What follows belongs to an exercise in optimizing a design on an open flow for small area, a short achievable clock period and few clock cycles per item; a production flow would make more cautious choices.
Function was checked by simulation only, so behaviour that the tests miss may differ from the original.
No activity file was given, so power comes from the tool's default toggle rates.

<file path="design/flow/run.sh">
#!/bin/bash
# synth_recipe.tcl (not shown) runs the flow's synth.tcl, then flattens the netlist and writes it again
# the make line also repeats each setting of config.mk as NAME=value (left out here)
make -C /OpenROAD-flow-scripts/flow DESIGN_CONFIG=/design/flow/config.mk WORK_HOME=/design/flow/orfs CLKGATE_MAP_FILE= SYNTH_SCRIPT=/design/flow/synth_recipe.tcl finish
</file>
<file path="design/flow/constraint.sdc">
create_clock -name core_clock -period 7.0 [get_ports {i_clk}]
set_input_delay 1.4000 -clock core_clock [delete_from_list [all_inputs] [get_ports {i_clk}]]
set_output_delay 1.4000 -clock core_clock [all_outputs]
set_load 0.01 [all_outputs]
</file>
<file path="design/flow/design.v">
`default_nettype none
package ugd_pkg;
    localparam int SAMPLE_W  = 32;
    localparam int FRAC_BITS = 16;
    localparam int TOL_W     = 16;
    localparam int ERR_W     = 2;
    localparam int STEP_W = SAMPLE_W + 1;           
    localparam int DEV_W  = SAMPLE_W + 2;           
    localparam int CMP_W  = SAMPLE_W + 3;           
    localparam int NUM_W  = SAMPLE_W + 3;           
    localparam int MAG_W  = SAMPLE_W + 2;           
    localparam int DVD_W  = MAG_W + FRAC_BITS;      
    localparam int Q_W    = SAMPLE_W + 1;           
    localparam int CNT_W  = $clog2(DVD_W + 1);
    localparam logic [Q_W-1:0] SAT_POS = {2'b00, {(SAMPLE_W-1){1'b1}}};
    localparam logic [Q_W-1:0] SAT_NEG = {2'b01, {(SAMPLE_W-1){1'b0}}};
    localparam logic [TOL_W-1:0] TOL_RESET = TOL_W'(1);
    typedef enum logic [ERR_W-1:0] {
        ERR_OK       = 2'd0,
        ERR_FEW      = 2'd1,
        ERR_ZERO     = 2'd2,
        ERR_NONUNI   = 2'd3
    } t_err;
endpackage
`default_nettype wire
`default_nettype none
import ugd_pkg::*;
module ugd_add #(parameter int N = 35)
(
    input  wire logic [N-1:0] a,
    input  wire logic [N-1:0] b,
    input  wire logic         ci,
    output logic      [N-1:0] s
);
    localparam int M = N + 1;                
    localparam int L = $clog2(M);
    logic [M-1:0] g [0:L];
    logic [M-1:0] p [0:L];
    logic [M-1:0] p0;
    always_comb begin
        g[0] = {a & b, ci};
        p[0] = {a ^ b, 1'b0};
        p0   = p[0];
        for (int l = 0; l < L; l++) begin
            for (int i = 0; i < M; i++) begin
                if ((i >> l) & 1) begin
                    g[l+1][i] = g[l][i] | (p[l][i] & g[l][((i >> l) << l) - 1]);
                    p[l+1][i] = p[l][i] & p[l][((i >> l) << l) - 1];
                end else begin
                    g[l+1][i] = g[l][i];
                    p[l+1][i] = p[l][i];
                end
            end
        end
        for (int i = 1; i < M; i++) begin
            s[i-1] = p0[i] ^ g[L][i-1];
        end
    end
endmodule
module uniform_grid_derivative
(
    input  wire logic                       i_clk,
    input  wire logic                       i_rst_n,
    input  wire logic                       i_cfg_wr_en,
    input  wire logic [ugd_pkg::TOL_W-1:0]           i_cfg_wr_data,
    input  wire logic                       i_in_valid,
    output logic                            o_in_ready,
    input  wire logic signed [ugd_pkg::SAMPLE_W-1:0] i_voltage_sample,
    input  wire logic signed [ugd_pkg::SAMPLE_W-1:0] i_current_sample,
    input  wire logic                       i_sequence_end,
    output logic                            o_out_valid,
    input  wire logic                       i_out_ready,
    output logic signed [ugd_pkg::SAMPLE_W-1:0]      o_derivative,
    output logic [ugd_pkg::ERR_W-1:0]                o_error_code,
    output logic                            o_run_last
);
    localparam int W = 35;
    localparam int S_A    = 0;    
    localparam int S_ACC0 = 1;    
    localparam int S_ACC1 = 2;    
    localparam int S_ACCN = 3;    
    localparam int S_B0   = 4;    
    localparam int S_B1   = 5;    
    localparam int S_B2   = 6;    
    localparam int S_B3   = 7;    
    localparam int S_F2   = 8;    
    localparam int S_F3   = 9;    
    localparam int S_D0V  = 10;   
    localparam int S_D0C  = 11;   
    localparam int S_D0   = 12;   
    localparam int S_DIV  = 13;   
    localparam int S_CVA  = 14;   
    localparam int S_CVB  = 15;   
    localparam int S_LCR  = 16;   
    localparam int S_LCE  = 17;   
    localparam int S_L1   = 18;   
    localparam int S_L2   = 19;   
    localparam int S_L3   = 20;   
    localparam int NS     = 21;
    typedef enum logic [2:0] {
        ACT_NONE  = 3'd0,
        ACT_CLEAR = 3'd1,    
        ACT_BREAK = 3'd2,    
        ACT_P0    = 3'd3,    
        ACT_P1    = 3'd4,    
        ACT_SHIFT = 3'd5,    
        ACT_ENDJ  = 3'd6     
    } t_act;
    logic [NS-1:0] r_st, n_st;
    t_act   r_act, n_act;
    logic   r_ready, n_ready;
    logic [TOL_W-1:0]   r_tol;
    logic signed [33:0] r_e, n_e;           
    logic signed [32:0] r_h, n_h;           
    logic signed [31:0] r_i1, n_i1, r_i0, n_i0;
    logic [1:0]         r_pts, n_pts;
    logic               r_brk, n_brk;
    logic               r_pc, n_pc, r_pl, n_pl;
    logic signed [W-1:0] r_rem, n_rem;
    logic [31:0]         r_q, n_q;
    logic [3:0]          r_cnt, n_cnt;
    logic                r_sub, n_sub;
    logic                r_ex, n_ex, r_gneg, n_gneg, r_dn, n_dn, r_jlast, n_jlast;
    logic                r_conv, n_conv, r_sat, n_sat;
    logic                r_lead, n_lead;
    logic                r_out_valid, n_out_valid;
    logic [1:0]          r_out_err, n_out_err;
    logic                r_out_last, n_out_last;
    logic signed [W-1:0] pa_x, pa_y, pa, pa_top;
    localparam int K_XV = 0;
    localparam int K_XC = 1;
    localparam int K_XI0 = 2;
    localparam int K_XR = 3;
    localparam int K_XE = 4;
    localparam int K_YE = 5;
    localparam int K_YH = 6;
    localparam int K_YI0 = 7;
    localparam int K_YI1 = 8;
    localparam int K_Y4R = 9;
    localparam int K_INV = 10;
    localparam int K_RPA = 11;
    localparam int K_RTOP = 12;
    localparam int K_RT2 = 13;
    localparam int K_QLD = 14;
    localparam int K_QSH = 15;
    localparam int K_EWR = 16;
    localparam int K_Y4RN = 17;
    localparam int NK = 18;
    logic [NK-1:0] r_sel, n_sel;
    logic xv, xc, xi0, xr, xe, ye, yh, yi0, yi1, y4r, y4rn, pa_inv;
    function automatic logic [NK-1:0] sel_of(input logic [NS-1:0] st);
        sel_of = '0;
        sel_of[K_XV]  = st[S_A] | st[S_ACC0] | st[S_ACC1] | st[S_D0V];
        sel_of[K_XC]  = st[S_B3] | st[S_F2] | st[S_CVA] | st[S_D0C];
        sel_of[K_XI0] = st[S_B2];
        sel_of[K_XR]  = st[S_F3] | st[S_L3] | st[S_LCR];
        sel_of[K_XE]  = st[S_LCE] | st[S_L1] | st[S_L2];
        sel_of[K_YE]  = st[S_A];
        sel_of[K_YH]  = st[S_ACC1] | st[S_D0V];
        sel_of[K_YI0] = st[S_B3] | st[S_F3] | st[S_CVA] | st[S_LCE] | st[S_L3];
        sel_of[K_YI1] = st[S_B2] | st[S_L1];
        sel_of[K_Y4R] = st[S_F2];
        sel_of[K_Y4RN] = st[S_L2];
        sel_of[K_INV] = st[S_A] | st[S_B2] | st[S_B3] | st[S_F3] | st[S_CVA] | st[S_LCE]
              | st[S_L1] | st[S_L2] | st[S_L3];
        sel_of[K_RPA]  = st[S_A] | st[S_B2] | st[S_F2] | st[S_CVA] | st[S_L1] | st[S_L2];
        sel_of[K_RTOP] = st[S_B3] | st[S_F3] | st[S_LCR] | st[S_LCE] | st[S_L3];
        sel_of[K_RT2]  = st[S_D0V] | st[S_D0C] | st[S_D0] | st[S_DIV];
        sel_of[K_QLD]  = st[S_B3] | st[S_F3] | st[S_LCR] | st[S_LCE] | st[S_L3];
        sel_of[K_QSH]  = st[S_D0V] | st[S_D0C] | st[S_D0] | st[S_DIV];
        sel_of[K_EWR]  = st[S_ACC0] | st[S_ACC1] | st[S_D0V] | st[S_D0C];
    endfunction
    always_comb begin
        xv  = r_sel[K_XV];
        xc  = r_sel[K_XC];
        xi0 = r_sel[K_XI0];
        xr  = r_sel[K_XR];
        xe  = r_sel[K_XE];
        ye  = r_sel[K_YE];
        yh  = r_sel[K_YH];
        yi0 = r_sel[K_YI0];
        yi1 = r_sel[K_YI1];
        y4r = r_sel[K_Y4R];
        y4rn = r_sel[K_Y4RN];
        pa_inv = r_sel[K_INV];
        pa_x = ({W{xv}}  & W'(i_voltage_sample))
             | ({W{xc}}  & W'(i_current_sample))
             | ({W{xi0}} & W'(r_i0))
             | ({W{xr}}  & r_rem)
             | ({W{xe}}  & W'(r_e));
        pa_y = ({W{ye}}   & ~(W'(r_e)))
             | ({W{yh}}   & W'(r_h))
             | ({W{yi0}}  & ~(W'(r_i0)))
             | ({W{yi1}}  & ~(W'(r_i1)))
             | ({W{y4r}}  & (r_rem <<< 2))
             | ({W{y4rn}} & ~(r_rem <<< 2));
    end
    ugd_add #(.N(W)) u_pa (.a(pa_x), .b(pa_y), .ci(pa_inv), .s(pa));
    assign pa_top = W'(signed'(pa[W-1:16]));
    logic [W-1:0] dvs, dx, d2x, cs_s, cs_c, t1, ta, tb, t2;
    logic [W-1:0] base2;
    logic         sub2, qb1, qb2, rem_zero, t_zero;
    assign base2 = {r_rem[W-3:0], r_q[31], r_q[30]};
    assign dvs  = W'(signed'({r_h, 1'b0}));
    assign dx   = dvs ^ {W{r_sub}};
    assign d2x  = (dvs << 1) ^ {W{r_sub}};
    always_comb begin
        for (int i = 0; i < W; i++) begin
            cs_s[i] = base2[i] ^ dx[i] ^ d2x[i];
            if (i > 0) cs_c[i] = (base2[i-1] & dx[i-1]) | (base2[i-1] & d2x[i-1]) | (dx[i-1] & d2x[i-1]);
        end
        cs_c[0] = r_sub;
    end
    ugd_add #(.N(W)) u_t1 (.a({r_rem[W-2:0], r_q[31]}),          .b(dx),  .ci(r_sub), .s(t1));
    ugd_add #(.N(W)) u_ta (.a(base2), .b(dx),  .ci(r_sub), .s(ta));
    ugd_add #(.N(W)) u_tb (.a(cs_s), .b(cs_c), .ci(r_sub), .s(tb));
    assign sub2 = (t1[W-1] == r_h[32]);
    logic t2b;                               
    assign t2b  = (sub2 == r_sub);
    assign t2   = t2b ? tb : ta;
    assign qb1  = ~(t1[W-1] ^ r_dn);
    assign qb2  = ~(t2[W-1] ^ r_dn);
    assign rem_zero = (r_rem == '0);
    logic [W-1:0] dvm, dsm, skmask, base;
    logic [9:0]   nz, nsm;
    logic [35:0]  dvp;
    logic         skip_ok;
    assign dvm  = dvs ^ {W{r_h[32]}};
    assign dvp  = {1'b0, dvm};
    always_comb begin
        for (int k = 0; k < 9; k++) nz[k] = |dvp[4*k +: 4];
        nz[9] = 1'b0;
        nsm = nz;
        for (int k = 1; k < 16; k = k * 2) nsm = nsm | (nsm >> k);
        for (int i = 0; i < W; i++) begin
            dsm[i] = nsm[i / 4 + 1];
            for (int j = i; j < 4 * (i / 4) + 4 && j < W; j++) dsm[i] = dsm[i] | dvm[j];
        end
    end
    assign skmask  = ~(dsm >> 10);           
    assign skip_ok = r_lead && dsm[10] && (((r_rem ^ {W{r_rem[W-1]}}) & skmask) == '0);
    assign base    = {r_rem[W-9:0], r_q[31:24]};
    assign t_zero   = (t1 == '0);
    logic        exact, qneg, corr;
    logic [32:0] r33;
    logic [31:0] res;
    assign exact = r_ex || rem_zero;
    assign qneg  = r_gneg ^ r_dn;
    assign corr  = r_dn ^ (r_gneg & ~exact);
    assign r33   = {r_q[31], r_q} + 33'(corr);
    always_comb begin
        if (r_sat)                   res = qneg ? 32'h8000_0000 : 32'h7fff_ffff;
        else if (r33[32] != r33[31]) res = 32'h7fff_ffff;
        else                         res = r33[31:0];
    end
    logic        hi_same, too_far, out_free;
    logic [15:0] dmag;
    assign hi_same  = (r_rem[W-1:16] == '0) || (r_rem[W-1:16] == '1);
    assign dmag     = r_rem[15:0] ^ {16{r_rem[W-1]}};
    assign too_far  = !hi_same || (r_rem[W-1] ? (dmag >= r_tol) : (dmag > r_tol));
    assign out_free = !r_out_valid || i_out_ready;
    logic d0, dlast, dexit, sat0, load, emit, skip;
    logic rs_t2, rs_base, rs_pa, rs_top, qs_sh, qs_sk, qs_cv, qs_ld;
    logic [1:0] emit_code;
    logic load_sig;
    always_comb begin
        n_st        = '0;
        n_act       = r_act;
        n_ready     = 1'b0;
        n_e         = r_e;
        n_h         = r_h;
        n_i1        = r_i1;
        n_i0        = r_i0;
        n_pts       = r_pts;
        n_brk       = r_brk;
        n_pc        = r_pc;
        n_pl        = r_pl;
        n_rem       = r_rem;
        n_q         = r_q;
        n_cnt       = r_cnt;
        n_sub       = r_sub;
        n_ex        = r_ex;
        n_gneg      = r_gneg;
        n_dn        = r_dn;
        n_jlast     = r_jlast;
        n_conv      = 1'b0;
        n_sat       = r_sat;
        n_lead      = r_lead;
        n_out_valid = r_out_valid && !i_out_ready;
        n_out_err   = r_out_err;
        n_out_last  = r_out_last;
        emit        = 1'b0;
        emit_code   = 2'd0;
        load        = 1'b0;
        load_sig    = 1'b0;
        if (r_ready) begin
            case (r_act)
                ACT_CLEAR, ACT_ENDJ: begin n_pts = 2'd0; n_brk = 1'b0; end
                ACT_BREAK: n_brk = 1'b1;
                ACT_P0: begin n_i1 = i_current_sample; n_pts = 2'd1; end
                ACT_P1: begin n_i0 = r_i1; n_i1 = i_current_sample; n_pts = 2'd2; end
                ACT_SHIFT: begin n_i0 = r_i1; n_i1 = i_current_sample; n_pts = 2'd3; end
                default: ;
            endcase
        end
        if (r_sel[K_EWR]) begin
            n_e = pa[33:0];
        end
        if (r_st[S_A]) begin                                 
            if (r_pts == 2'd1) n_h = pa[32:0];
            if (!i_in_valid) begin
                n_st[S_A] = 1'b1;
            end else if (r_brk) begin
                n_act = i_sequence_end ? ACT_CLEAR : ACT_NONE;
                n_ready = 1'b1; n_st[S_ACCN] = 1'b1;
            end else begin
                case (r_pts)
                    2'd0: begin
                        if (i_sequence_end) n_st[S_B0] = 1'b1;
                        else begin
                            n_act = ACT_P0; n_ready = 1'b1; n_st[S_ACC0] = 1'b1;
                        end
                    end
                    2'd1: n_st[S_B1] = 1'b1;
                    2'd2: n_st[S_B2] = 1'b1;
                    default: n_st[S_B3] = 1'b1;
                endcase
            end
        end
        if (r_st[S_ACC0] | r_st[S_ACC1] | r_st[S_ACCN]) n_st[S_A] = 1'b1;
        if (r_st[S_B0]) begin
            if (out_free) begin
                emit = 1'b1; emit_code = ERR_FEW;
                n_act = ACT_CLEAR; n_ready = 1'b1; n_st[S_ACCN] = 1'b1;
            end else n_st[S_A] = 1'b1;
        end
        if (r_st[S_B1]) begin
            if (i_sequence_end || rem_zero) begin
                if (out_free) begin
                    emit = 1'b1; emit_code = i_sequence_end ? ERR_FEW : ERR_ZERO;
                    n_act = i_sequence_end ? ACT_CLEAR : ACT_BREAK;
                    n_ready = 1'b1; n_st[S_ACCN] = 1'b1;
                end else n_st[S_A] = 1'b1;
            end else begin
                n_act = ACT_P1; n_ready = 1'b1; n_st[S_ACC1] = 1'b1;
            end
        end
        if (r_st[S_B2] | r_st[S_B3]) begin
            n_pc = r_st[S_B2];
            n_pl = i_sequence_end;
            if (too_far) begin
                if (out_free) begin
                    emit = 1'b1; emit_code = ERR_NONUNI;
                    n_act = i_sequence_end ? ACT_CLEAR : ACT_BREAK;
                    n_ready = 1'b1; n_st[S_ACCN] = 1'b1;
                end else n_st[S_A] = 1'b1;
            end else if (r_st[S_B2]) begin
                n_st[S_F2] = 1'b1;                           
            end else if (out_free) begin
                n_act = i_sequence_end ? ACT_ENDJ : ACT_SHIFT;
                n_ready = 1'b1;
                if (i_sequence_end) n_st[S_D0C] = 1'b1; else n_st[S_D0V] = 1'b1;
            end else n_st[S_A] = 1'b1;
        end
        if (r_st[S_B3]) begin
            n_gneg = pa[W-1];
            n_dn   = r_h[32];
            n_ex   = 1'b0;
            n_cnt  = 4'd0;
            n_jlast = 1'b0;
        end
        if (r_st[S_F2]) begin                                
            n_st[S_F3] = 1'b1;
        end
        if (r_st[S_F3]) begin
            if (out_free) begin
                load = 1'b1; load_sig = 1'b1;                
                if (r_pl) begin
                    n_act = ACT_ENDJ; n_ready = 1'b1; n_st[S_D0C] = 1'b1;
                end else n_st[S_D0V] = 1'b1;
            end else n_st[S_F3] = 1'b1;
        end
        if (r_st[S_CVA]) begin                               
            n_act = ACT_SHIFT; n_ready = 1'b1;
            n_st[S_LCR] = 1'b1;
        end
        if (r_st[S_CVB]) n_st[S_LCE] = 1'b1;
        if (r_st[S_LCR] | r_st[S_LCE]) begin
            if (out_free) begin
                load = 1'b1; n_pc = 1'b0; n_st[S_D0] = 1'b1;
            end else begin
                if (r_st[S_LCR]) n_st[S_LCR] = 1'b1; else n_st[S_LCE] = 1'b1;
            end
        end
        if (r_st[S_L1]) begin                                
            n_st[S_L2] = 1'b1;
        end
        if (r_st[S_L2]) begin                                
            n_st[S_L3] = 1'b1;
        end
        if (r_st[S_L3]) begin
            if (out_free) begin
                load = 1'b1; load_sig = 1'b1;                
                n_pl = 1'b0; n_st[S_D0] = 1'b1;
            end else n_st[S_L3] = 1'b1;
        end
        if (load || r_st[S_B3]) n_lead = 1'b1;
        if (load) begin
            n_gneg  = pa[W-1];
            n_dn    = r_h[32] ^ load_sig;
            n_ex    = 1'b0;
            n_cnt   = 4'd0;
            n_jlast = r_st[S_L3];
        end
        d0    = r_st[S_D0V] | r_st[S_D0C] | r_st[S_D0];
        skip  = r_sel[K_RT2] && skip_ok;
        sat0  = qb1 ^ r_gneg ^ r_dn;                         
        dlast = skip ? (r_cnt >= 4'd12) : (r_st[S_DIV] && r_cnt == 4'd15);
        dexit = dlast || (d0 && sat0 && !skip);
        if (d0 | r_st[S_DIV]) begin
            if (skip) n_ex = (r_ex || rem_zero) && (r_q[31:24] == 8'd0);
            else      n_ex = (((r_ex || rem_zero) && !r_q[31]) || t_zero) && !r_q[30];
            n_cnt  = r_cnt + (skip ? 4'd4 : 4'd1);
            n_lead = skip;
            if (d0) n_sat = sat0 && !skip;
            if (dexit) begin
                n_conv = 1'b1;
                case ({r_pc, r_pl})
                    2'b11:   n_st[S_CVB] = 1'b1;
                    2'b10:   n_st[S_CVA] = 1'b1;
                    2'b01:   n_st[S_L1]  = 1'b1;
                    default: n_st[S_A]   = 1'b1;
                endcase
            end else begin
                n_st[S_DIV] = 1'b1;
            end
        end
        rs_t2   = r_sel[K_RT2] && !skip;
        rs_base = skip;
        rs_pa   = r_sel[K_RPA];
        rs_top  = r_sel[K_RTOP] && (out_free || r_st[S_B3]);
        if (rs_t2 || rs_base || rs_pa || rs_top)
            n_rem = ({W{rs_t2 && t2b}} & tb) | ({W{rs_t2 && !t2b}} & ta)
                  | ({W{rs_base}} & base) | ({W{rs_pa}} & pa) | ({W{rs_top}} & pa_top);
        qs_sh   = r_sel[K_QSH] && !skip;
        qs_sk   = skip;
        qs_cv   = r_conv;
        qs_ld   = out_free && r_sel[K_QLD] && !(r_st[S_B3] && too_far);
        if (qs_sh || qs_sk || qs_cv || qs_ld || (out_free && emit))
            n_q = ({32{qs_sh}} & {r_q[29:0], qb1, qb2}) | ({32{qs_sk}} & {r_q[23:0], {8{qneg}}})
                | ({32{qs_cv}} & res) | ({32{qs_ld}} & {pa[15:0], 16'd0});
        n_sel = sel_of(n_st);
        n_sub = ((rs_t2 & t2[W-1]) | (skip & base[W-1]) | (r_sel[K_RTOP] & pa[W-1])) == r_h[32];
        if (emit) begin
            n_out_valid = 1'b1;
            n_out_err   = emit_code;
            n_out_last  = 1'b1;
        end
        if (r_conv) begin
            n_out_valid = 1'b1;
            n_out_err   = ERR_OK;
            n_out_last  = r_jlast;
        end
    end
    always_ff @(posedge i_clk) begin
        if (!i_rst_n) begin
            r_st        <= NS'(1) << S_A;
            r_sel       <= sel_of(NS'(1) << S_A);
            r_ready     <= 1'b0;
            r_tol       <= TOL_RESET;
            r_pts       <= 2'd0;
            r_brk       <= 1'b0;
            r_pc        <= 1'b0;
            r_pl        <= 1'b0;
            r_conv      <= 1'b0;
            r_out_valid <= 1'b0;
        end else begin
            r_st        <= n_st;
            r_sel       <= n_sel;
            r_ready     <= n_ready;
            if (i_cfg_wr_en) begin
                r_tol <= i_cfg_wr_data;
            end
            r_pts       <= n_pts;
            r_brk       <= n_brk;
            r_pc        <= n_pc;
            r_pl        <= n_pl;
            r_conv      <= n_conv;
            r_out_valid <= n_out_valid;
        end
    end
    always_ff @(posedge i_clk) begin
        r_act      <= n_act;
        r_e        <= n_e;
        r_h        <= n_h;
        r_i1       <= n_i1;
        r_i0       <= n_i0;
        r_rem      <= n_rem;
        r_q        <= n_q;
        r_cnt      <= n_cnt;
        r_sub      <= n_sub;
        r_ex       <= n_ex;
        r_gneg     <= n_gneg;
        r_dn       <= n_dn;
        r_jlast    <= n_jlast;
        r_sat      <= n_sat;
        r_lead     <= n_lead;
        r_out_err  <= n_out_err;
        r_out_last <= n_out_last;
    end
    assign o_in_ready   = r_ready;
    assign o_out_valid  = r_out_valid;
    assign o_derivative = r_q;
    assign o_error_code = r_out_err;
    assign o_run_last   = r_out_last;
endmodule
`default_nettype wire
</file>
<file path="design/flow/config.mk">
export PLATFORM = sky130hd
export DESIGN_NAME = uniform_grid_derivative
export DESIGN_NICKNAME = uniform_grid_derivative
export VERILOG_FILES = /design/flow/design.v
export SDC_FILE = /design/flow/constraint.sdc
export NUM_CORES = 4
export LEC_CHECK = 0
export CAP_MARGIN = 20
export CORE_MARGIN = 2
export CORE_UTILIZATION = 60
export PLACE_DENSITY = 0.75
export SETUP_SLACK_MARGIN = 2.5
export SLEW_MARGIN = 20
export SYNTH_HIERARCHICAL = 1
</file>
==> impl_metrics.sql, run 1 <==
INSERT INTO impl_metrics (metric_group, metric, value, unit) VALUES
('logic_synthesis', 'synth.ff_latch_count', '272', ''),
('setup_path', 'worst-r2r-cell-count', '16', ''),
('power', 'total_switching_power', '3020', 'uW'),
('setup_path', 'worst_flop_to_flop_path_endpoint', 'r_rem[31]', ''),
('setup_path', 'critical_path.reg2reg.startpoint', 'r_sub', ''),
('power', 'power.ir.vdd_worst', '208', 'uV'),
('timing', 'hold_viol', '0', ''),
('clock_network', 'cts_max_level', '2', ''),
('global_routing', 'grt_start_max_net_pins', '68', ''),
('routing', 'post_drt_via_cell_ratio', '6.93', ''),
('logic_synthesis', 'synthXorXnorAreaFrac', '7.78', '%'),
('logic_synthesis', 'synth_area_leaders', 'sky130_fd_sc_hd__edfxtp_1 28%, sky130_fd_sc_hd__ha_1 8.8%, sky130_fd_sc_hd__dfxtp_1 5.7%', ''),
('global_routing', 'grtUsageTotal', '39.5', '%'),
('timing', 'fin_skew', '26.3', 'ps'),
('timing', 'totalNegativeSetupSlack', '0', 'ps'),
('timing', 'final_critical_path_setup_slack', '2280', 'ps'),
('setup_path', 'worst_setup_path_startpoint', 'r_sub', ''),
('timing', 'slew_violations', '0', ''),
('layout', 'layout-drive-gt1-share', '19.5', '%'),
('setup_path', 'start_kind', 'register', ''),
('placement', 'pre_cts_slack', '977', 'ps'),
('logic_synthesis', 'synthDominantCellAreaShare', '28.4', '%'),
('floorplanning', 'fp.dieH', '196', 'microns'),
('logic_synthesis', 'synth.yosys.warnings', '10', ''),
('layout', 'final_cell_mix', '257 x sky130_fd_sc_hd__nand2_1, 209 x sky130_fd_sc_hd__edfxtp_1, 157 x sky130_fd_sc_hd__buf_4', ''),
('power', 'pwr-share-comb', '50.4', '%'),
('logic_synthesis', 'ys_async_sr_fraction', '0', '%'),
('timing', 'highest_attainable_clock_frequency', '212', 'MHz'),
('power', 'static-leakage-power', '0.0113', 'uW'),
('logic_synthesis', 'area_fraction_in_and_or_nand_and_nor_cells_after_synthesis', '15.2', '%'),
('logic_synthesis', 'synthMuxAreaShare', '3.50', '%'),
('routing', 'ant_nets', '0', ''),
('setup_path', 'critical_path_arrival', '5010', 'ps'),
('logic_synthesis', 'synth_sequential_area_ratio', '34.1', '%'),
('logic_synthesis', 'synth_edf_count', '209', ''),
('layout', 'area_delta_synth_final', '26.1', '%'),
('global_routing', 'global_route.overflow_total', '0', ''),
('logic_synthesis', 'main_combinational_cell_family_by_area_after_synthesis', 'compound AO/OA/AOI/OAI gates', ''),
('clock_network', 'clk_pin_slew', '60', 'ps'),
('timing', 'worst-slew-pin-transition', '1160', 'ps'),
('setup_path', 'critPathSlowestCell', 'sky130_fd_sc_hd__fa_2', ''),
('routing', 'drt_pass_1_iters', '13', ''),
('placement', 'port-buffer-count', '122', ''),
('routing', 'wl_per_cell', '26.5', 'microns'),
('logic_synthesis', 'synth_cell_types', '84', ''),
('logic_synthesis', 'mappedNetlistNets', '2611', ''),
('clock_network', 'cts-root-to-sink-buffers', '3', ''),
('power', 'clockPowerShare', '23.4', '%'),
('routing', 'post-route-drc-count', '0', ''),
('setup_path', 'critical-path-max-stage-delay', '540', 'ps'),
('logic_synthesis', 'synth_largest_area_cell', 'sky130_fd_sc_hd__edfxtp_1', ''),
('status', 'status', 'no timing/DRC/antenna violations', ''),
('routing', 'dr.first_iter.drc_count', '2782', ''),
('floorplanning', 'core_area', '36400', 'sq um'),
('timing', 'grt_setup_unrepaired', 'yes', ''),
('clock_network', 'ctsRootBufferMaster', 'sky130_fd_sc_hd__clkbuf_16', ''),
('clock_network', 'clock_latency_reported_for_the_late_side_of_the_worst_skew_pair', '560', 'ps'),
('floorplanning', 'dieArea', '38300', 'sq um'),
('routing', 'wirelength', '80700', 'microns'),
('timing', 'setup-violations-final', '0', ''),
('floorplanning', 'floorplan.io_pins', '123', ''),
('logic_synthesis', 'synthesis.area', '22100', 'sq um'),
('setup_path', 'required', '7290', 'ps'),
('clock_network', 'tritoncts', 'yes', ''),
('power', 'p_per_area', '274', 'nW/um^2'),
('global_routing', 'antenna_found_initial', '3', ''),
('min_path', 'timing.hold.worst.class', 'register to register', ''),
('setup_path', 'crit_chain', 'buf_12 -> xor2_4 -> buf_6 -> fa_1 -> ha_1 -> nand4_1 -> a211oi_2 -> o211ai_1 -> a21oi_4 -> a21o_4 -> a21oi_2 -> fa_2 -> inv_2 -> mux2_4 -> a21oi_2 -> nand2_1', ''),
('clock_network', 'cts_buffers', '34', ''),
('floorplanning', 'dieWidth', '196', 'microns'),
('global_routing', 'grt_pass1_vias', '20200', '');
-- worst min path at each step --
stage	depth (start not counted)	to	startpoint	slack, ps
after CTS	0	r_i0[10]	r_i1[10]	450
after detailed placement	0	r_i0[2]	r_i1[2]	440
after global placement	0	r_i0[2]	r_i1[2]	430
final	0	r_i0[2]	r_i1[2]	450
after floorplan	0	r_i0[10]	r_i1[10]	420
after global routing	0	r_i0[17]	r_i1[17]	460
-- synthesized netlist by cell type (all sizes together), types with 12 or more instances --
cell type    n
a31oi       12
a221oi      23
a222oi      50
a221o       17
edfxtp     209
clkbuf      86
mux2i       22
o211ai      28
nand2      262
a21o        34
nand4       22
or3         34
mux2        49
a311oi      17
inv        126
nor2b       27
nor2       115
nor3        40
and3        29
a21oi      140
o21bai      14
fa          56
xor2       114
nor4        22
ha         155
nand2b      31
o22ai       44
nand3       36
and2        40
a211oi      35
dfxtp       63
xnor2       82
o21ai       81
a22oi       47
buf         32
o21a        19
-- registers in the layout, summed over array words and instances (netlist names), 3 cells and up --
signal,flops
r_rem,35
r_e,34
r_act,3
r_h,33
r_sel,15
r_tol,16
r_i1,32
r_cnt,4
r_i0,32
r_q,32
r_st,18
-- stage by stage --
step	power [uW]	cell area, sq um
after global routing	7870	27800
after detailed placement	5060	24100
after global placement	4990	24100
after CTS	7070	26200
after floorplan	4140	22200
final	7620	27800
-- per-layer routing --
metal	global-route usage (%)	vias to the layer above	part of all wire, %
met5	0	-	0.081
met4	25.1	2	7.6
met3	7.65	412	10
met2	64.5	1483	46
met1	48.2	10000	36
li1	-	9123	-
-- power by group through the flow --
stage / clock (uW) / combinational [uW] / sequential [uW]
2_1_floorplan: 0 / 2090 / 2050
3_3_place_gp: 0 / 2970 / 2010
3_5_place_dp: 0 / 3050 / 2020
4_1_cts: 1780 / 3310 / 1980
5_1_grt: 1840 / 4030 / 2000
6_report: 1780 / 3840 / 2000
-- cell families after synthesis --
group | after synthesis
AO/OA/AOI/OAI | 629
multiplexers | 71
adder cells (fa/ha/maj) | 211
AND/OR/NAND/NOR | 689
flip-flops | 272
buffers and inverters | 246
XOR/XNOR | 196
-- timing repair --
action                                 4_1_cts  5_1_grt
setup endpoints to repair                  133      116
setup buffers                               49       57
resized for setup                           89      190
pin swaps                                   18      139
hold buffers                                 0        0
endpoints found under the hold margin        0        0
cloned                                       5        7
-- final cells by class --
type	count	area [sq um]	share of cell area (%)
inverters	128	490	1.76
repair buffers	310	3010	10.8
well taps	468	586	2.10
clock buffers	42	933	3.35
clock inverters	19	170	0.611
multi-input cells	1797	15100	54.2
repair inverters	1	7.51	0.0270
diodes	2	5.00	0.0180
flip-flops and latches	272	7540	27.1
Testbench counts, summed over its fixed seeds: cycles 39,783, items 3,235.
==> inputs of run 2 (changes only) <==
--- a/design/flow/config.mk
+++ b/design/flow/config.mk
@@ -9,6 +9,6 @@
 export CORE_MARGIN = 2
 export CORE_UTILIZATION = 60
-export PLACE_DENSITY = 0.75
 export SETUP_SLACK_MARGIN = 2.5
 export SLEW_MARGIN = 20
 export SYNTH_HIERARCHICAL = 1
+export TNS_END_PERCENT = 10
==> run 2 against run 1 <==
Net effect:
- critical path type unchanged
- power down 7.2%
- still clean on timing, DRC and antenna
- critical path depth up 2
- critical endpoint is now r_sub
- highest routed layer unchanged
- clock-buffer cell count up 2
- synthesized cell count unchanged
- largest cell class unchanged
- routed wire length down 7.2%
- cell count down 2.1%
- clock power down about 10%
- final area down 4.7%
==> impl_metrics.sql, run 2 <==
INSERT INTO impl_metrics (metric_group, metric, value, unit) VALUES
('placement', 'placed_cell_area', '24000', 'sq um'),
('power', 'pwr-share-comb', '49.3', '%'),
('timing', 'worst-slew-pin-transition', '1120', 'ps'),
('placement', 'gp_congestion', '0.958', ''),
('timing', 'grt_setup_unrepaired', 'yes', ''),
('setup_path', 'required', '7490', 'ps'),
('global_routing', 'grtUsageTotal', '37.8', '%'),
('layout', 'area_delta_synth_final', '20.1', '%'),
('logic_synthesis', 'adder_cell_area_share_of_the_yosys_netlist', '13.9', '%'),
('power', 'total_switching_power', '2770', 'uW'),
('setup_path', 'path_depth', '18', ''),
('timing', 'hold_viol', '0', ''),
('setup_path', 'worst-r2r-cell-count', '18', ''),
('timing', 'period_minus_slack', '4530', 'ps'),
('floorplanning', 'floorplan.io_pins', '123', ''),
('power', 'static-leakage-power', '0.0106', 'uW'),
('layout', 'regMostFlops', 'r_rem', ''),
('setup_path', 'timing.critical_path.to_type', 'register', ''),
('timing', 'timing.slew.headroom', '24.8', '%'),
('timing', 'timing.final.crit_share', '64.8', '%'),
('clock_network', 'clk_pin_slew', '60', 'ps'),
('clock_network', 'clock_latency_reported_for_the_late_side_of_the_worst_skew_pair', '580', 'ps'),
('logic_synthesis', 'synth.yosys.warnings', '10', ''),
('routing', 'wirelength', '74900', 'microns'),
('floorplanning', 'start_util', '60.6', '%'),
('min_path', 'timing.hold.worst.class', 'register to register', ''),
('floorplanning', 'core_area', '36400', 'sq um'),
('layout', 'largest_reg_flops', '35', ''),
('setup_path', 'worst-path-max-fanout', '7', ''),
('routing', 'route.vias.total', '20000', ''),
('power', 'power_switching_share', '39.2', '%'),
('logic_synthesis', 'main_combinational_cell_family_by_area_after_synthesis', 'compound AO/OA/AOI/OAI gates', ''),
('timing', 'fin_skew', '16.0', 'ps'),
('routing', 'post_drt_via_cell_ratio', '6.72', ''),
('floorplanning', 'dieWidth', '196', 'microns'),
('logic_synthesis', 'synthDominantCellAreaShare', '28.4', '%'),
('clock_network', 'cts_max_level', '1', ''),
('layout', 'final_common_cell', 'sky130_fd_sc_hd__nand2_1', ''),
('layout', 'final_core_utilization', '72.8', '%'),
('floorplanning', 'dieArea', '38300', 'sq um'),
('layout', 'num-nets-final', '2778', ''),
('timing', 'setup-violations-final', '0', ''),
('setup_path', 'crit_chain', 'buf_8 -> buf_12 -> xor2_4 -> buf_4 -> fa_1 -> ha_1 -> and2_1 -> a221o_1 -> a21oi_2 -> a21oi_4 -> a21o_4 -> a311oi_2 -> a311oi_2 -> mux2i_1 -> buf_4 -> nor2b_1 -> a221oi_2 -> xor2_1', ''),
('placement', 'port-buffer-count', '122', ''),
('clock_network', 'cts-root-to-sink-buffers', '3', ''),
('timing', 'totalNegativeSetupSlack', '0', 'ps'),
('logic_synthesis', 'synth_largest_area_cell', 'sky130_fd_sc_hd__edfxtp_1', ''),
('layout', 'design_area', '26500', 'sq um'),
('setup_path', 'critical_path_arrival', '5020', 'ps'),
('power', 'clockPowerShare', '22.6', '%'),
('clock_network', 'tritoncts', 'yes', ''),
('min_path', 'worstHoldPathCells', '0', ''),
('routing', 'wl_per_cell', '25.2', 'microns'),
('logic_synthesis', 'compound_cell_area_share_of_the_yosys_netlist', '21.1', '%'),
('layout', 'layout-drive-gt1-share', '15.4', '%'),
('layout', 'final_cell_mix', '259 x sky130_fd_sc_hd__nand2_1, 209 x sky130_fd_sc_hd__edfxtp_1, 135 x sky130_fd_sc_hd__ha_1', ''),
('logic_synthesis', 'area_fraction_in_and_or_nand_and_nor_cells_after_synthesis', '15.2', '%'),
('routing', 'dr.first_iter.drc_count', '2278', ''),
('logic_synthesis', 'synth_edf_count', '209', ''),
('power', 'internal_power', '4300', 'uW'),
('setup_path', 'critical-path-max-stage-delay', '430', 'ps'),
('routing', 'post-route-drc-count', '0', ''),
('global_routing', 'global_route_wire_length_before_repair', '112000', 'microns'),
('global_routing', 'antenna_found_initial', '1', ''),
('logic_synthesis', 'mappedNetlistNets', '2611', ''),
('timing', 'hold_slack', '452', 'ps'),
('setup_path', 'cell_type_group_with_the_largest_total_delay_on_the_critical_path', 'compound AO/OA/AOI/OAI gates', ''),
('clock_network', 'cts_hold_buffers', '0', ''),
('power', 'finalPower', '7070', 'uW'),
('floorplanning', 'fp-row-count', '70', ''),
('clock_network', 'cts_buffers', '31', ''),
('routing', 'ant_nets', '0', ''),
('routing', 'drt_pass_1_iters', '9', ''),
('logic_synthesis', 'synth_sequential_area_ratio', '34.1', '%'),
('clock_network', 'number_of_clock_sinks_seen_by_cts', '272', ''),
('timing', 'highest_attainable_clock_frequency', '221', 'MHz'),
('logic_synthesis', 'ys_async_sr_fraction', '0', '%'),
('power', 'p_per_area', '267', 'nW/um^2'),
('global_routing', 'global_route.overflow_total', '0', ''),
('logic_synthesis', 'synth_area_leaders', 'sky130_fd_sc_hd__edfxtp_1 28%, sky130_fd_sc_hd__ha_1 8.8%, sky130_fd_sc_hd__dfxtp_1 5.7%', ''),
('global_routing', 'grt_start_max_net_pins', '68', ''),
('layout', 'fillers', '2721', ''),
('logic_synthesis', 'synth_flop_cell', 'sky130_fd_sc_hd__edfxtp_1', ''),
('setup_path', 'worst-setup-path-type', 'register to register', ''),
('setup_path', 'critPathSlowestCell', 'sky130_fd_sc_hd__dfxtp_4', ''),
('timing', 'slew_violations', '0', ''),
('power', 'power.ir.vdd_worst', '192', 'uV'),
('setup_path', 'start_kind', 'register', ''),
('setup_path', 'critical_path.n_buffers_inverters', '4', ''),
('power', 'seq_power_share', '28.1', '%'),
('layout', 'num_antenna_cells', '0', ''),
('logic_synthesis', 'synth_cell_types', '84', ''),
('floorplanning', 'fp.dieH', '196', 'microns'),
('status', 'status', 'no timing/DRC/antenna violations', ''),
('logic_synthesis', 'synthMuxAreaShare', '3.50', '%'),
('logic_synthesis', 'synthesis.area', '22100', 'sq um'),
('logic_synthesis', 'ys_top_cells_by_count', '262 x sky130_fd_sc_hd__nand2_1, 209 x sky130_fd_sc_hd__edfxtp_1, 155 x sky130_fd_sc_hd__ha_1', ''),
('logic_synthesis', 'number_of_standard_cells_after_synthesis', '2314', ''),
('logic_synthesis', 'avgSynthCellArea', '9.54', 'sq um'),
('layout', 'biggest_regs', 'r_rem: 35 flops, r_e: 34 flops, r_h: 33 flops', ''),
('logic_synthesis', 'synth.ff_latch_count', '272', ''),
('flow_run', 'max_cap_viol_count', '0', ''),
('global_routing', 'grt_pass1_vias', '19500', ''),
('placement', 'place.detailed.hpwl', '53300', 'microns'),
('clock_network', 'ctsRootBufferMaster', 'sky130_fd_sc_hd__clkbuf_16', ''),
('logic_synthesis', 'synth_most_common_cell', 'sky130_fd_sc_hd__nand2_1', ''),
('logic_synthesis', 'synthXorXnorAreaFrac', '7.78', '%');
run 2: cell types whose count changed in the layout (fill, tap and decap cells not counted), sizes merged:
| cell | change |
|---|---|
| clkbuf | -2 |
| buf | -57 |
| dlymetal6s2s | -16 |
| bufinv | -2 |
| clkdlybuf4s50 | +17 |
| inv | -2 |
| clkinv | +1 |
| diode | -2 |
| xnor2 | +1 |
| clkinvlp | -3 |
run 2: path summary, 6_finish.rpt:
check	startpoint	to	slack, ps
setup / recovery	r_sub	r_sub	2470
hold / removal	r_i1[13]	r_i0[13]	450
setup reg to reg	r_sub	r_sub	2470
hold reg to reg	r_i1[13]	r_i0[13]	450
run 2: cell type report:
| class | count | area [sq um] | share of cell area, % |
|---|---|---|---|
| Clock buffer | 44 | 918 | 3.46 |
| Tap cell | 468 | 586 | 2.21 |
| Inverter | 128 | 489 | 1.85 |
| Multi-Input combinational cell | 1798 | 14500 | 54.8 |
| Clock inverter | 14 | 75.1 | 0.283 |
| Timing Repair Buffer | 250 | 2380 | 8.96 |
| Sequential cell | 272 | 7540 | 28.4 |
run 2: power by group through the flow:
stage          Clock, uW  Combinational [uW]  Sequential (uW)
6_report            1600                3480             1990
5_1_grt             1660                3720             2000
4_1_cts             1610                3160             1980
3_5_place_dp           0                3030             2030
3_3_place_gp           0                2960             2030
2_1_floorplan          0                2090             2050
run 2: per-stage QoR:
stage	std cells	setup WS, ps
floorplan	2314	2480
global placement	2852	1400
detailed placement	2853	1290
CTS	2934	2390
global route	2974	2320
finish	2974	2470
run 2: what timing repair did:
item                       in CTS  in global routing
cloned                          1                  3
pin swaps                       8                 61
setup buffers                  22                 37
setup endpoints to repair      88                137
resized for setup              37                120
run 2: per-layer routing:
layer | global-route usage (%) | up-vias | part of all wire, %
met3 | 5.95 | 277 | 9.1
met5 | 0 | - | 0.016
met2 | 63.7 | 1149 | 48
met1 | 46.9 | 9597 | 37
li1 | - | 8973 | -
met4 | 20.4 | 2 | 6.5
run 2: cells by family after synthesis:
kind of cell,after synthesis
AND/OR/NAND/NOR,689
AO/OA/AOI/OAI,629
flip-flops,272
buffers and inverters,246
adder cells (fa/ha/maj),211
XOR/XNOR,196
multiplexers,71
run 2: worst register-to-register path: cells and delay by family (launching register included):
family	cells	cell delay, ps
compound gates	7	1490
fa+ha+maj	2	760
buf+inv	4	740
xor+xnor	2	480
flops	1	430
simple gates	2	280
mux	1	270
==> inputs of run 3 (changes only) <==
--- a/design/flow/config.mk
+++ b/design/flow/config.mk
@@ -9,6 +9,5 @@
 export CORE_MARGIN = 2
 export CORE_UTILIZATION = 60
-export SETUP_SLACK_MARGIN = 2.5
+export SETUP_SLACK_MARGIN = 3.0
 export SLEW_MARGIN = 20
 export SYNTH_HIERARCHICAL = 1
-export TNS_END_PERCENT = 10
==> run 3 against run 2 <==
Net effect:
- still clean
- sequential share of layout area down 2.4 points
- routed wire length rose by 11%
- clock-buffer cell count fell by 3
- maximum frequency increased by 3.0%
- clock power is 7% higher
- via count is 6.9% higher
- combinational power is 15% higher
- final area rose by 9.2%
- sequential cell count unchanged
- global-route usage grew 3.5 points
- die area unchanged
- critical path type unchanged
==> impl_metrics.sql, run 3 <==
INSERT INTO impl_metrics (metric_group, metric, value, unit) VALUES
('logic_synthesis', 'avgSynthCellArea', '9.54', 'sq um'),
('routing', 'route.vias.total', '21400', ''),
('clock_network', 'cts_max_level', '1', ''),
('logic_synthesis', 'synthesis.area', '22100', 'sq um'),
('global_routing', 'global_route.overflow_total', '0', ''),
('clock_network', 'cts_buffers', '31', ''),
('global_routing', 'grtUsageTotal', '41.3', '%'),
('timing', 'grt_setup_unrepaired', 'yes', ''),
('logic_synthesis', 'synth_cell_types', '84', ''),
('logic_synthesis', 'synth_sequential_area_ratio', '34.1', '%'),
('timing', 'period_minus_slack', '4400', 'ps'),
('layout', 'area_delta_synth_final', '31.2', '%'),
('logic_synthesis', 'ys_async_sr_fraction', '0', '%'),
('floorplanning', 'core_area', '36400', 'sq um'),
('timing', 'setup-violations-final', '0', ''),
('logic_synthesis', 'synth_area_leaders', 'sky130_fd_sc_hd__edfxtp_1 28%, sky130_fd_sc_hd__ha_1 8.8%, sky130_fd_sc_hd__dfxtp_1 5.7%', ''),
('placement', 'place.detailed.hpwl', '54700', 'microns'),
('timing', 'timing.final.crit_share', '62.9', '%'),
('layout', 'biggest_regs', 'r_rem: 35 flops, r_e: 34 flops, r_h: 33 flops', ''),
('placement', 'gp_congestion', '1.02', ''),
('global_routing', 'antenna_found_initial', '3', ''),
('logic_synthesis', 'mappedNetlistNets', '2611', ''),
('power', 'p_per_area', '267', 'nW/um^2'),
('logic_synthesis', 'synth.ff_latch_count', '272', ''),
('routing', 'drt_pass_1_iters', '9', ''),
('setup_path', 'timing.critical_path.to_type', 'register', ''),
('logic_synthesis', 'synth.yosys.warnings', '10', ''),
('status', 'status', 'no timing/DRC/antenna violations', ''),
('timing', 'worst-slew-pin-transition', '986', 'ps'),
('setup_path', 'critical_path_arrival', '4730', 'ps'),
('min_path', 'timing.hold.worst.class', 'register to register', ''),
('layout', 'area_of_combinational_cells_with_multiple_inputs', '15700', 'sq um'),
('floorplanning', 'dieWidth', '196', 'microns'),
('floorplanning', 'floorplan.io_pins', '123', ''),
('timing', 'slew_violations', '0', ''),
('clock_network', 'number_of_clock_sinks_seen_by_cts', '272', ''),
('routing', 'post-route-drc-count', '0', ''),
('floorplanning', 'dieArea', '38300', 'sq um'),
('timing', 'fin_skew', '24.8', 'ps'),
('routing', 'wirelength', '82700', 'microns'),
('clock_network', 'cts-root-to-sink-buffers', '3', ''),
('timing', 'highest_attainable_clock_frequency', '227', 'MHz'),
('logic_synthesis', 'synthDominantCellAreaShare', '28.4', '%'),
('logic_synthesis', 'ys_top_cells_by_count', '262 x sky130_fd_sc_hd__nand2_1, 209 x sky130_fd_sc_hd__edfxtp_1, 155 x sky130_fd_sc_hd__ha_1', ''),
('clock_network', 'cts_hold_buffers', '0', ''),
('global_routing', 'grt_start_max_net_pins', '68', ''),
('floorplanning', 'start_util', '60.6', '%'),
('floorplanning', 'fp.dieH', '196', 'microns'),
('layout', 'num-nets-final', '2906', ''),
('floorplanning', 'fp-row-count', '70', ''),
('setup_path', 'worst-path-max-fanout', '8', ''),
('layout', 'ff_latch_area', '7550', 'sq um'),
('routing', 'wl_per_cell', '26.7', 'microns'),
('timing', 'hold_viol', '0', ''),
('setup_path', 'required', '7320', 'ps'),
('clock_network', 'ctsRootBufferMaster', 'sky130_fd_sc_hd__clkbuf_16', ''),
('logic_synthesis', 'synth_largest_area_cell', 'sky130_fd_sc_hd__edfxtp_1', ''),
('logic_synthesis', 'number_of_standard_cells_after_synthesis', '2314', ''),
('power', 'static-leakage-power', '0.0115', 'uW'),
('clock_network', 'clock_latency_reported_for_the_late_side_of_the_worst_skew_pair', '610', 'ps'),
('clock_network', 'tritoncts', 'yes', ''),
('timing', 'final_critical_path_setup_slack', '2600', 'ps'),
('setup_path', 'worst-setup-path-type', 'register to register', ''),
('logic_synthesis', 'synth_flop_cell', 'sky130_fd_sc_hd__edfxtp_1', ''),
('placement', 'pre_cts_slack', '1390', 'ps'),
('routing', 'dr.first_iter.drc_count', '2630', ''),
('layout', 'final_core_utilization', '79.5', '%'),
('layout', 'fillers', '2294', ''),
('routing', 'post_drt_via_cell_ratio', '6.89', ''),
('flow_run', 'max_cap_viol_count', '0', ''),
('setup_path', 'start_kind', 'register', '');
-- run 3: path summary, 6_finish.rpt --
kind                              start       to  cells after the start
worst max-delay path              r_sub   r_q[0]                     17
worst max register to register    r_sub   r_q[0]                     17
worst min register to register  r_i1[8]  r_i0[8]                      0
worst min-delay path            r_i1[8]  r_i0[8]                      0
-- run 3: power by group --
group | leakage (uW) | internal, uW | switching [uW]
sequential | 0.00245 | 1900 | 112
combinational | 0.00858 | 1790 | 2210
clock | 0.000496 | 987 | 726
total | 0.0115 | 4680 | 3050
-- run 3: stage by stage --
stage	hold slack, ps	cells	area (sq um)
after floorplan	421	2314	22800
after global placement	433	2833	24300
after detailed placement	440	2833	24300
after CTS	451	3039	27700
after global routing	466	3102	29000
final	455	3104	29000
-- run 3: cell families (layout without fill, tap and decap cells) --
group	count (synthesis)	after routing	synth area share, %
compound gates	629	629	21.1
simple gates	689	691	15.2
mux	71	71	3.50
buf+inv	246	564	4.49
flops	272	272	34.1
other cells	0	2	0
fa+ha+maj	211	211	13.9
xor+xnor	196	196	7.78
-- run 3: worst max-delay path, cell delays in order, from the launching register on --
cell                        delay, ps
sky130_fd_sc_hd__dfxtp_4          490
sky130_fd_sc_hd__buf_12           210
sky130_fd_sc_hd__buf_12           120
sky130_fd_sc_hd__xor2_4           180
sky130_fd_sc_hd__buf_6            150
sky130_fd_sc_hd__fa_1             460
sky130_fd_sc_hd__ha_4             290
sky130_fd_sc_hd__and3_1           220
sky130_fd_sc_hd__and2_1           200
sky130_fd_sc_hd__a221oi_4         340
sky130_fd_sc_hd__o2bb2ai_2         90
sky130_fd_sc_hd__a21o_4           210
sky130_fd_sc_hd__a31o_1           240
sky130_fd_sc_hd__a311oi_4         380
sky130_fd_sc_hd__mux2i_2          170
sky130_fd_sc_hd__xor2_1           180
sky130_fd_sc_hd__nand2_1           90
sky130_fd_sc_hd__nand3_1          100
-- run 3: cell type report --
class                      count  share of cell area [%]
sequential                   272                    26.1
timing repair buffer         376                    12.4
multi-input combinational   1798                    54.1
clock buffer                  41                    2.88
timing repair inverter         2                  0.0432
tap                          468                    2.02
antenna                        2                  0.0173
inverter                     128                    1.70
clock inverter                17                   0.713
-- run 3: repair_timing --
| item | in CTS | in global routing |
|---|---|---|
| gates cloned | 7 | 3 |
| setup buffers | 141 | 60 |
| setup endpoints to repair | 157 | 157 |
| pin swaps | 99 | 118 |
| gates resized for setup | 199 | 157 |
-- run 3: per-layer routing --
metal | part of all wire, % | track usage [%] | wire, microns | vias up
met5 | 0 | 0 | 0 | -
met4 | 8.0 | 27.3 | 6640 | 0
met3 | 10 | 6.76 | 8590 | 406
met2 | 46 | 68.0 | 38100 | 1474
met1 | 36 | 50.3 | 29400 | 10300
li1 | - | - | - | 9241

==> separate check: timing with driven ports <==
The flow's constraints put no driver on any port. The routed layouts listed below were extracted and timed again, unchanged, in two steps. Step 1 (the two cells are an assumption about what drives the block):
set clk [get_ports {i_clk}]
set_driving_cell -lib_cell sky130_fd_sc_hd__clkbuf_16 $clk
set_driving_cell -lib_cell sky130_fd_sc_hd__buf_2 [delete_from_list [all_inputs] $clk]
Step 2 moves the port delays by t, midway between the first and last clock arrival at a register: inputs arrive t later, outputs are due t later. That takes back most of the time a late clock gives input paths. a / b / c = ideal / step 1 / step 2; a / b = the first two.
run	t (ns)	setup slack, ns	slew at the worst register clock pin (ns)	worst slew at a driven data input, ns	pins driven straight from the clock port
run 1	0.599	2.284 / 2.284 / 1.878	0.06 / 0.06	0.05	1
run 2	0.633	2.466 / 2.466 / 1.872	0.06 / 0.06	0.05	1
run 3	0.654	2.596 / 2.596 / 2.076	0.07 / 0.07	0.05	1
After both steps setup and hold are still met in every run listed. For run 2, which loses most, drivers alone change the setup slack by 0.000 ns; drivers and shift together by -0.594 ns.
